Background: an optimization exercise with open tools, aiming at small area, a short achievable clock period and few clock cycles per item. Do not read the settings as production practice.
In this exercise RTL edits were held to simulation tests only and were not proved equivalent to the original.
The clock input has no modelled driver; a real chip could not lean on it and would need a root buffer or a full tree.
Power is estimated from default activity; no workload was simulated.

Design page_slot_directory_top, start of the top module:
module page_slot_directory_top #(
	parameter int SLOT_COUNT = psd_pkg::SLOT_COUNT_DEF
) (
	input  wire logic                          clk,
	input  wire logic                          arst_n,
	input  wire logic                          start,
	output logic                               busy,
	input  wire logic                          operation,
	input  wire logic [psd_pkg::PAGE_W-1:0]    page_id,
	output logic                               done,
	output logic [psd_pkg::STATUS_W-1:0]       status,
	output logic [psd_pkg::SLOT_W-1:0]         slot
);
Size: roughly 1,600 cells after synthesis, roughly 590 flip-flops, roughly 45 I/O pins, roughly 0.024 mm^2 of cells after synthesis.
export LEC_CHECK = 0
export CAP_MARGIN = 20
export CORE_MARGIN = 2
export CORE_UTILIZATION = 65
export PLACE_DENSITY = 0.75
export SETUP_SLACK_MARGIN = 3.1
export SLEW_MARGIN = 20
create_clock -name core_clock -period 5.0 [get_ports {clk}]
standard.sh (not shown) runs the stock make flow with config.mk's settings and CLKGATE_MAP_FILE= SYNTH_SCRIPT=/design/flow/synth_recipe.tcl, a recipe that flattens the netlist after the stock synthesis.
==> flow/flow/run.sh <==
#!/bin/bash
set -euo pipefail
here=$(cd "$(dirname "$0")" && pwd)
args=("BUFFER_PORTS_ARGS=-buffer_cell sky130_fd_sc_hd__buf_4" "MATCH_CELL_FOOTPRINT=0")
export BUFFER_PORTS_ARGS="-buffer_cell sky130_fd_sc_hd__buf_4"
export MATCH_CELL_FOOTPRINT=0
if [[ -f "$here/cts_args" ]]; then
  export CTS_ARGS="$(tr '\n' ' ' < "$here/cts_args")"
  args+=("CTS_ARGS=$CTS_ARGS")
fi
bash standard.sh "${args[@]}" finish > flow_make.log 2>&1
==> flow/flow/cts_args <==
-sink_clustering_enable -repair_clock_nets -sink_clustering_size 44 -sink_clustering_max_diameter 60 -dont_use_dummy_load
The baseline completed with no timing, DRC or antenna violations.
Testbench counts at the start, summed over its fixed seeds: cycles 16,016, items 16,000.
Rerun with:
--- a/flow/config.mk
+++ b/flow/config.mk
@@ -11,3 +11,3 @@
 export PLACE_DENSITY = 0.75
-export SETUP_SLACK_MARGIN = 3.1
+export SETUP_SLACK_MARGIN = 3.0
 export SLEW_MARGIN = 20
Outcome: The new run passed the timing, DRC and antenna checks; critical path depth does not change; clock-buffer cell count stays the same; routed wire length grows by 1.1%; clock power hardly moves; sequential share of layout area grows by 0.40 points; final area shrinks by 0.66%; total power grows by 0.65%; synthesized cell count stays the same.
Rerun with:
==> flow/flow/run.sh (replaced) <==
#!/bin/bash
set -euo pipefail
export BUFFER_PORTS_ARGS="-buffer_cell sky130_fd_sc_hd__buf_4"
export MATCH_CELL_FOOTPRINT=0
bash standard.sh "BUFFER_PORTS_ARGS=-buffer_cell sky130_fd_sc_hd__buf_4" "MATCH_CELL_FOOTPRINT=0" finish > flow_make.log 2>&1
--- a/flow/config.mk
+++ b/flow/config.mk
@@ -9,5 +9,6 @@
 export CORE_MARGIN = 2
-export CORE_UTILIZATION = 65
-export PLACE_DENSITY = 0.75
-export SETUP_SLACK_MARGIN = 3.0
+export CORE_UTILIZATION = 40
+export CTS_CLUSTER_DIAMETER = 80
+export CTS_CLUSTER_SIZE = 24
+export SETUP_SLACK_MARGIN = 3.2
 export SLEW_MARGIN = 20
removed: flow/flow/cts_args
What happened: The new run finished clean; total power goes up slightly; via count goes up slightly; maximum frequency goes down by a few percent; utilization goes down by 25 points; routed wire length goes up by roughly a tenth; sequential power hardly moves; synthesized area does not change.
Rerun with:
==> flow/flow/run.sh (replaced) <==
#!/bin/bash
set -euo pipefail
here=$(cd "$(dirname "$0")" && pwd)
args=("BUFFER_PORTS_ARGS=-buffer_cell sky130_fd_sc_hd__buf_4" "MATCH_CELL_FOOTPRINT=0")
export BUFFER_PORTS_ARGS="-buffer_cell sky130_fd_sc_hd__buf_4"
export MATCH_CELL_FOOTPRINT=0
if [[ -f "$here/cts_args" ]]; then
  export CTS_ARGS="$(tr '\n' ' ' < "$here/cts_args")"
  args+=("CTS_ARGS=$CTS_ARGS")
fi
bash standard.sh "${args[@]}" finish > flow_make.log 2>&1
==> flow/flow/cts_args (new file) <==
-sink_clustering_enable -repair_clock_nets -sink_clustering_size 44 -sink_clustering_max_diameter 60 -dont_use_dummy_load
==> flow/config.mk (replaced) <==
export PLATFORM = sky130hd
export DESIGN_NAME = page_slot_directory_top
export DESIGN_NICKNAME = page_slot_directory_top
export VERILOG_FILES = /design/flow/design.v
export SDC_FILE = /design/flow/constraint.sdc
export NUM_CORES = 4
export LEC_CHECK = 0
export CAP_MARGIN = 5
export CORE_MARGIN = 2
export CORE_UTILIZATION = 65
export PLACE_DENSITY = 0.75
export SETUP_SLACK_MARGIN = 3.1
export SLEW_MARGIN = 5
=>
- The new run went through all stages and came out clean
- cell area fell by 6.5%
- critical path depth does not change
- core utilization grows by 26 points
- total power fell by 2.4%
- die area drops by 38%
Rerun with:
--- a/flow/flow/run.sh
+++ b/flow/flow/run.sh
@@ -3,5 +3,6 @@
 here=$(cd "$(dirname "$0")" && pwd)
-args=("BUFFER_PORTS_ARGS=-buffer_cell sky130_fd_sc_hd__buf_4" "MATCH_CELL_FOOTPRINT=0")
 export BUFFER_PORTS_ARGS="-buffer_cell sky130_fd_sc_hd__buf_4"
 export MATCH_CELL_FOOTPRINT=0
+export POST_CTS_TCL="$here/collapse_cts.tcl"
+args=("BUFFER_PORTS_ARGS=$BUFFER_PORTS_ARGS" "MATCH_CELL_FOOTPRINT=0" "POST_CTS_TCL=$POST_CTS_TCL")
 if [[ -f "$here/cts_args" ]]; then
==> flow/flow/collapse_cts.tcl (new file) <==
# POST_CTS hook: take out the clock tree's middle level. Every buffer the
# H-tree put between the root buffer and the leaf buffers is removed and its
# loads (leaf buffers) are moved onto the root buffer's net, so each register
# is two clock buffers from the clock port instead of three. All registers
# keep the same number of buffers on their clock path.
set block [ord::get_db_block]
set root [$block findInst clkbuf_0_clk]
if {$root eq "NULL"} { puts "collapse_cts: no root buffer, nothing done"; return }
set root_net ""
foreach it [$root getITerms] {
  if {[$it isOutputSignal]} { set root_net [[$it getNet] getName] }
}
set changed 1
while {$changed} {
  set changed 0
  foreach inst [$block getInsts] {
    set name [$inst getName]
    if {![string match "clkbuf_*__f_clk" $name]} continue
    set in_net ""; set out_net ""
    foreach it [$inst getITerms] {
      set n [$it getNet]
      if {$n eq "NULL"} continue
      if {[$it isOutputSignal]} { set out_net [$n getName] } elseif {[$it isInputSignal]} { set in_net [$n getName] }
    }
    if {$in_net ne $root_net} continue
    set loads {}
    foreach it [[$block findNet $out_net] getITerms] {
      if {[$it getInst] eq $inst} continue
      lappend loads "[[$it getInst] getName]/[[$it getMTerm] getName]"
    }
    foreach p $loads {
      disconnect_pin $out_net $p
      connect_pin $root_net $p
    }
    puts "collapse_cts: removed $name, moved [llength $loads] loads to $root_net"
    delete_instance $name
    delete_net $out_net
    set changed 1
    break
  }
}
estimate_parasitics -placement
report_clock_min_period
--- a/flow/config.mk
+++ b/flow/config.mk
@@ -7,3 +7,3 @@
 export LEC_CHECK = 0
-export CAP_MARGIN = 5
+export CAP_MARGIN = 20
 export CORE_MARGIN = 2
@@ -11,3 +11,3 @@
 export PLACE_DENSITY = 0.75
-export SETUP_SLACK_MARGIN = 3.1
-export SLEW_MARGIN = 5
+export SETUP_SLACK_MARGIN = 3.2
+export SLEW_MARGIN = 20
Count of clock-buffer cells in the layout came out lower by 4.
Worst hold slack got worse by 0.10 ns.
Register-to-register slack improved by 0.08 ns.
Non-clock buffer count came out higher by 12.
Utilization barely changes.
Cell area is about the same.
Setup slack got worse by 0.13 ns.
Flip-flop and latch count stays the same.

The RTL this note starts from:
==> flow/design.v <==
`default_nettype none
package psd_pkg;
	localparam int SLOT_COUNT_DEF = 16;
	localparam int PAGE_W   = 32;
	localparam int STATUS_W = 3;
	localparam int SLOT_W   = 4;
	typedef enum logic {
		OP_GET    = 1'b0,
		OP_REMOVE = 1'b1
	} op_t;
	typedef enum logic [STATUS_W-1:0] {
		ST_HIT     = 3'd0,
		ST_LOAD    = 3'd1,
		ST_FULL    = 3'd2,
		ST_REMOVED = 3'd3,
		ST_ABSENT  = 3'd4
	} status_t;
	typedef enum logic {
		S_IDLE    = 1'b0,
		S_RESOLVE = 1'b1
	} state_t;
	typedef struct packed {
		logic capture;
		logic resolve;
	} psd_cmd_t;
endpackage
`default_nettype wire
`default_nettype none
module psd_ctrl (
	input  wire logic              clk,
	input  wire logic              arst_n,
	input  wire logic              start,
	output logic                   busy,
	output psd_pkg::psd_cmd_t      cmd
);
	logic cmp_q;
	logic res_q;
	always_ff @(posedge clk or negedge arst_n) begin
		if (!arst_n) begin
			cmp_q <= 1'b0;
			res_q <= 1'b0;
		end else begin
			cmp_q <= start;
			res_q <= cmp_q;
		end
	end
	assign busy        = 1'b0;
	assign cmd.capture = start;
	assign cmd.resolve = res_q;
endmodule
`default_nettype wire
`default_nettype none
module psd_datapath #(
	parameter int SLOT_COUNT = psd_pkg::SLOT_COUNT_DEF
) (
	input  wire logic                          clk,
	input  wire logic                          arst_n,
	input  wire psd_pkg::psd_cmd_t             cmd,
	input  wire logic                          operation,
	input  wire logic [psd_pkg::PAGE_W-1:0]    page_id,
	output logic                               done,
	output logic [psd_pkg::STATUS_W-1:0]       status,
	output logic [psd_pkg::SLOT_W-1:0]         slot
);
	localparam int IDX_W = (SLOT_COUNT > 1) ? $clog2(SLOT_COUNT) : 1;
	logic [SLOT_COUNT-1:0]           valid_q;
	logic [psd_pkg::PAGE_W-1:0]      page_q [SLOT_COUNT];
	logic                            op_s1;
	logic [psd_pkg::PAGE_W-1:0]      page_s1;
	logic                            op_s2;
	logic [psd_pkg::PAGE_W-1:0]      page_s2;
	logic [SLOT_COUNT-1:0]           match_s2;  
	logic                            same_s2;   
	logic                            prev_present;
	logic [SLOT_COUNT-1:0]           prev_onehot;
	logic [SLOT_COUNT-1:0]           match;
	logic [SLOT_COUNT-1:0]           first_free;
	logic [SLOT_COUNT-1:0]           claim;
	logic [SLOT_COUNT-1:0]           clear;
	logic                            below_full;
	logic                            hit_any;
	logic                            free_any;
	logic                            alloc;
	logic [IDX_W-1:0]                cmp_idx;
	logic [IDX_W-1:0]                hit_idx;
	logic [IDX_W-1:0]                free_idx;
	logic [psd_pkg::STATUS_W-1:0]    status_d;
	logic [psd_pkg::SLOT_W-1:0]      slot_d;
	logic                            done_q;
	logic [psd_pkg::STATUS_W-1:0]    status_q;
	logic [psd_pkg::SLOT_W-1:0]      slot_q;
	always_ff @(posedge clk) begin
		op_s1   <= operation;
		page_s1 <= page_id;
	end
	always_ff @(posedge clk) begin
		op_s2   <= op_s1;
		page_s2 <= page_s1;
		same_s2 <= cmd.resolve && (page_s1 == page_s2);
		for (int k = 0; k < SLOT_COUNT; k++) begin
			match_s2[k] <= valid_q[k] && (page_q[k] == page_s1);
		end
	end
	always_comb begin
		prev_present = (status_q == psd_pkg::ST_HIT) || (status_q == psd_pkg::ST_LOAD);
		for (int k = 0; k < SLOT_COUNT; k++) begin
			prev_onehot[k] = prev_present && (slot_q == psd_pkg::SLOT_W'(k));
		end
	end
	always_comb begin
		match   = same_s2 ? prev_onehot : match_s2;
		hit_any = same_s2 ? prev_present : |match_s2;
		cmp_idx = '0;
		for (int k = 0; k < SLOT_COUNT; k++) begin
			if (match_s2[k]) begin
				cmp_idx = cmp_idx | IDX_W'(k);
			end
		end
		hit_idx  = same_s2 ? IDX_W'(slot_q) : cmp_idx;
		free_idx = '0;
		for (int k = SLOT_COUNT - 1; k >= 0; k--) begin
			if (!valid_q[k]) begin
				free_idx = IDX_W'(k);
			end
		end
		below_full = 1'b1;
		for (int k = 0; k < SLOT_COUNT; k++) begin
			first_free[k] = !valid_q[k] && below_full;
			below_full    = below_full && valid_q[k];
		end
		free_any = !(&valid_q);
	end
	always_comb begin
		alloc    = cmd.resolve && (op_s2 == psd_pkg::OP_GET) && !hit_any && free_any;
		claim    = alloc ? first_free : '0;
		clear    = (cmd.resolve && (op_s2 == psd_pkg::OP_REMOVE)) ? match : '0;
		status_d = psd_pkg::ST_ABSENT;
		slot_d   = '0;
		if (op_s2 == psd_pkg::OP_GET) begin
			if (hit_any) begin
				status_d = psd_pkg::ST_HIT;
				slot_d   = psd_pkg::SLOT_W'(hit_idx);
			end else if (free_any) begin
				status_d = psd_pkg::ST_LOAD;
				slot_d   = psd_pkg::SLOT_W'(free_idx);
			end else begin
				status_d = psd_pkg::ST_FULL;
			end
		end else begin
			if (hit_any) begin
				status_d = psd_pkg::ST_REMOVED;
				slot_d   = psd_pkg::SLOT_W'(hit_idx);
			end
		end
	end
	always_ff @(posedge clk or negedge arst_n) begin
		if (!arst_n) begin
			valid_q <= '0;
		end else begin
			valid_q <= (valid_q & ~clear) | claim;
		end
	end
	always_ff @(posedge clk) begin
		for (int k = 0; k < SLOT_COUNT; k++) begin
			if (!valid_q[k]) begin
				page_q[k] <= page_s2;
			end
		end
	end
	always_ff @(posedge clk or negedge arst_n) begin
		if (!arst_n) begin
			done_q <= 1'b0;
		end else begin
			done_q <= cmd.resolve;
		end
	end
	always_ff @(posedge clk) begin
		status_q <= status_d;
		slot_q   <= slot_d;
	end
	assign done   = done_q;
	assign status = status_q;
	assign slot   = slot_q;
endmodule
`default_nettype wire
`default_nettype none
module page_slot_directory_top #(
	parameter int SLOT_COUNT = psd_pkg::SLOT_COUNT_DEF
) (
	input  wire logic                          clk,
	input  wire logic                          arst_n,
	input  wire logic                          start,
	output logic                               busy,
	input  wire logic                          operation,
	input  wire logic [psd_pkg::PAGE_W-1:0]    page_id,
	output logic                               done,
	output logic [psd_pkg::STATUS_W-1:0]       status,
	output logic [psd_pkg::SLOT_W-1:0]         slot
);
	psd_pkg::psd_cmd_t cmd;
	psd_ctrl u_ctrl (
		.clk    (clk),
		.arst_n (arst_n),
		.start  (start),
		.busy   (busy),
		.cmd    (cmd)
	);
	psd_datapath #(
		.SLOT_COUNT (SLOT_COUNT)
	) u_datapath (
		.clk       (clk),
		.arst_n    (arst_n),
		.cmd       (cmd),
		.operation (operation),
		.page_id   (page_id),
		.done      (done),
		.status    (status),
		.slot      (slot)
	);
endmodule
`default_nettype wire
clock: 5.0 ns
lec_check: 0
cap_margin: 20
core_margin: 2
core_utilization: 40
cts_cluster_diameter: 100
cts_cluster_size: 30
setup_slack_margin: 2.8
slew_margin: 20
run.sh (not shown) runs the stock make flow with config.mk's settings and CLKGATE_MAP_FILE= SYNTH_SCRIPT=/design/flow/synth_recipe.tcl, a recipe that flattens the netlist after the stock synthesis.
Stock flow here: none of the scripts above is used.
Testbench counts at the start, summed over its fixed seeds: cycles 16,024, items 16,000.
==> next run, changes <==
- CTS_CLUSTER_DIAMETER: 100 -> unset
- CTS_CLUSTER_SIZE: 30 -> unset
Outcome: The new run completed without violations; cell area grows by 4.9%; total power grows by 20%; hold slack loses 0.010 ns; clock-buffer cell count grows by 57; via count grows by 2.1%; global-route usage grows by 0.55 points; maximum frequency shrinks by 1.8%; worst setup slack loses 0.042 ns; wire length grows by 1.3%; utilization grows by 2.2 points; register-to-register slack loses 0.04 ns.
==> next run, changes <==
- CTS_CLUSTER_DIAMETER: unset -> 80
- CTS_CLUSTER_SIZE: unset -> 24
Result: Clock skew came out higher by 0.0057 ns; total power came out lower by 14%; clock-buffer cell count came out lower by 47; final area came out lower by 3.9%; cell count came out lower by 2.3%; setup slack is better by 0.079 ns; register-to-register slack is better by 0.08 ns; sequential power barely changes; combinational power hardly moves; hold slack is better by 0.0053 ns; die area does not change.

==> port drivers added, routing unchanged <==
The results above use ideal ports. As a check the final layouts listed here were re-extracted and re-timed, cells and wires unchanged.
Step 1 assumes that a clkbuf_16 drives the clock port and a buf_2 every other input.
Step 2 moves the port delays by t, midway between the first and last clock arrival at a register: inputs arrive t later, outputs are due t later. That takes back most of the time a late clock gives input paths.
Slacks: ideal ports / drivers / drivers and shift; pairs: ideal ports / drivers.
| run | shift t [ns] | setup WS [ns] | worst data-port slew with drivers (ns) |
|---|---|---|---|
| the first run of note 1 | 0.609 | 2.964 / 2.907 / 2.476 | 0.06 |
| the second run of note 1 | 0.625 | 2.960 / 2.904 / 2.385 | 0.06 |
| the third run of note 1 | 0.692 | 2.908 / 2.845 / 2.365 | 0.22 |
| the fourth run of note 1 | 0.609 | 2.964 / 2.907 / 2.476 | 0.06 |
| the fifth run of note 1 | 0.708 | 2.836 / 2.779 / 2.540 | 0.08 |
| the first run of note 2 | 0.667 | 2.731 / 2.731 / 2.731 | 0.08 |
| the second run of note 2 | 0.655 | 2.689 / 2.689 / 2.689 | 0.07 |
| the third run of note 2 | 0.676 | 2.769 / 2.769 / 2.769 | 0.07 |
After both steps setup and hold are still met in every run listed. For the second run of note 1, which loses most, drivers alone change the setup slack by -0.056 ns; drivers and shift together by -0.575 ns.
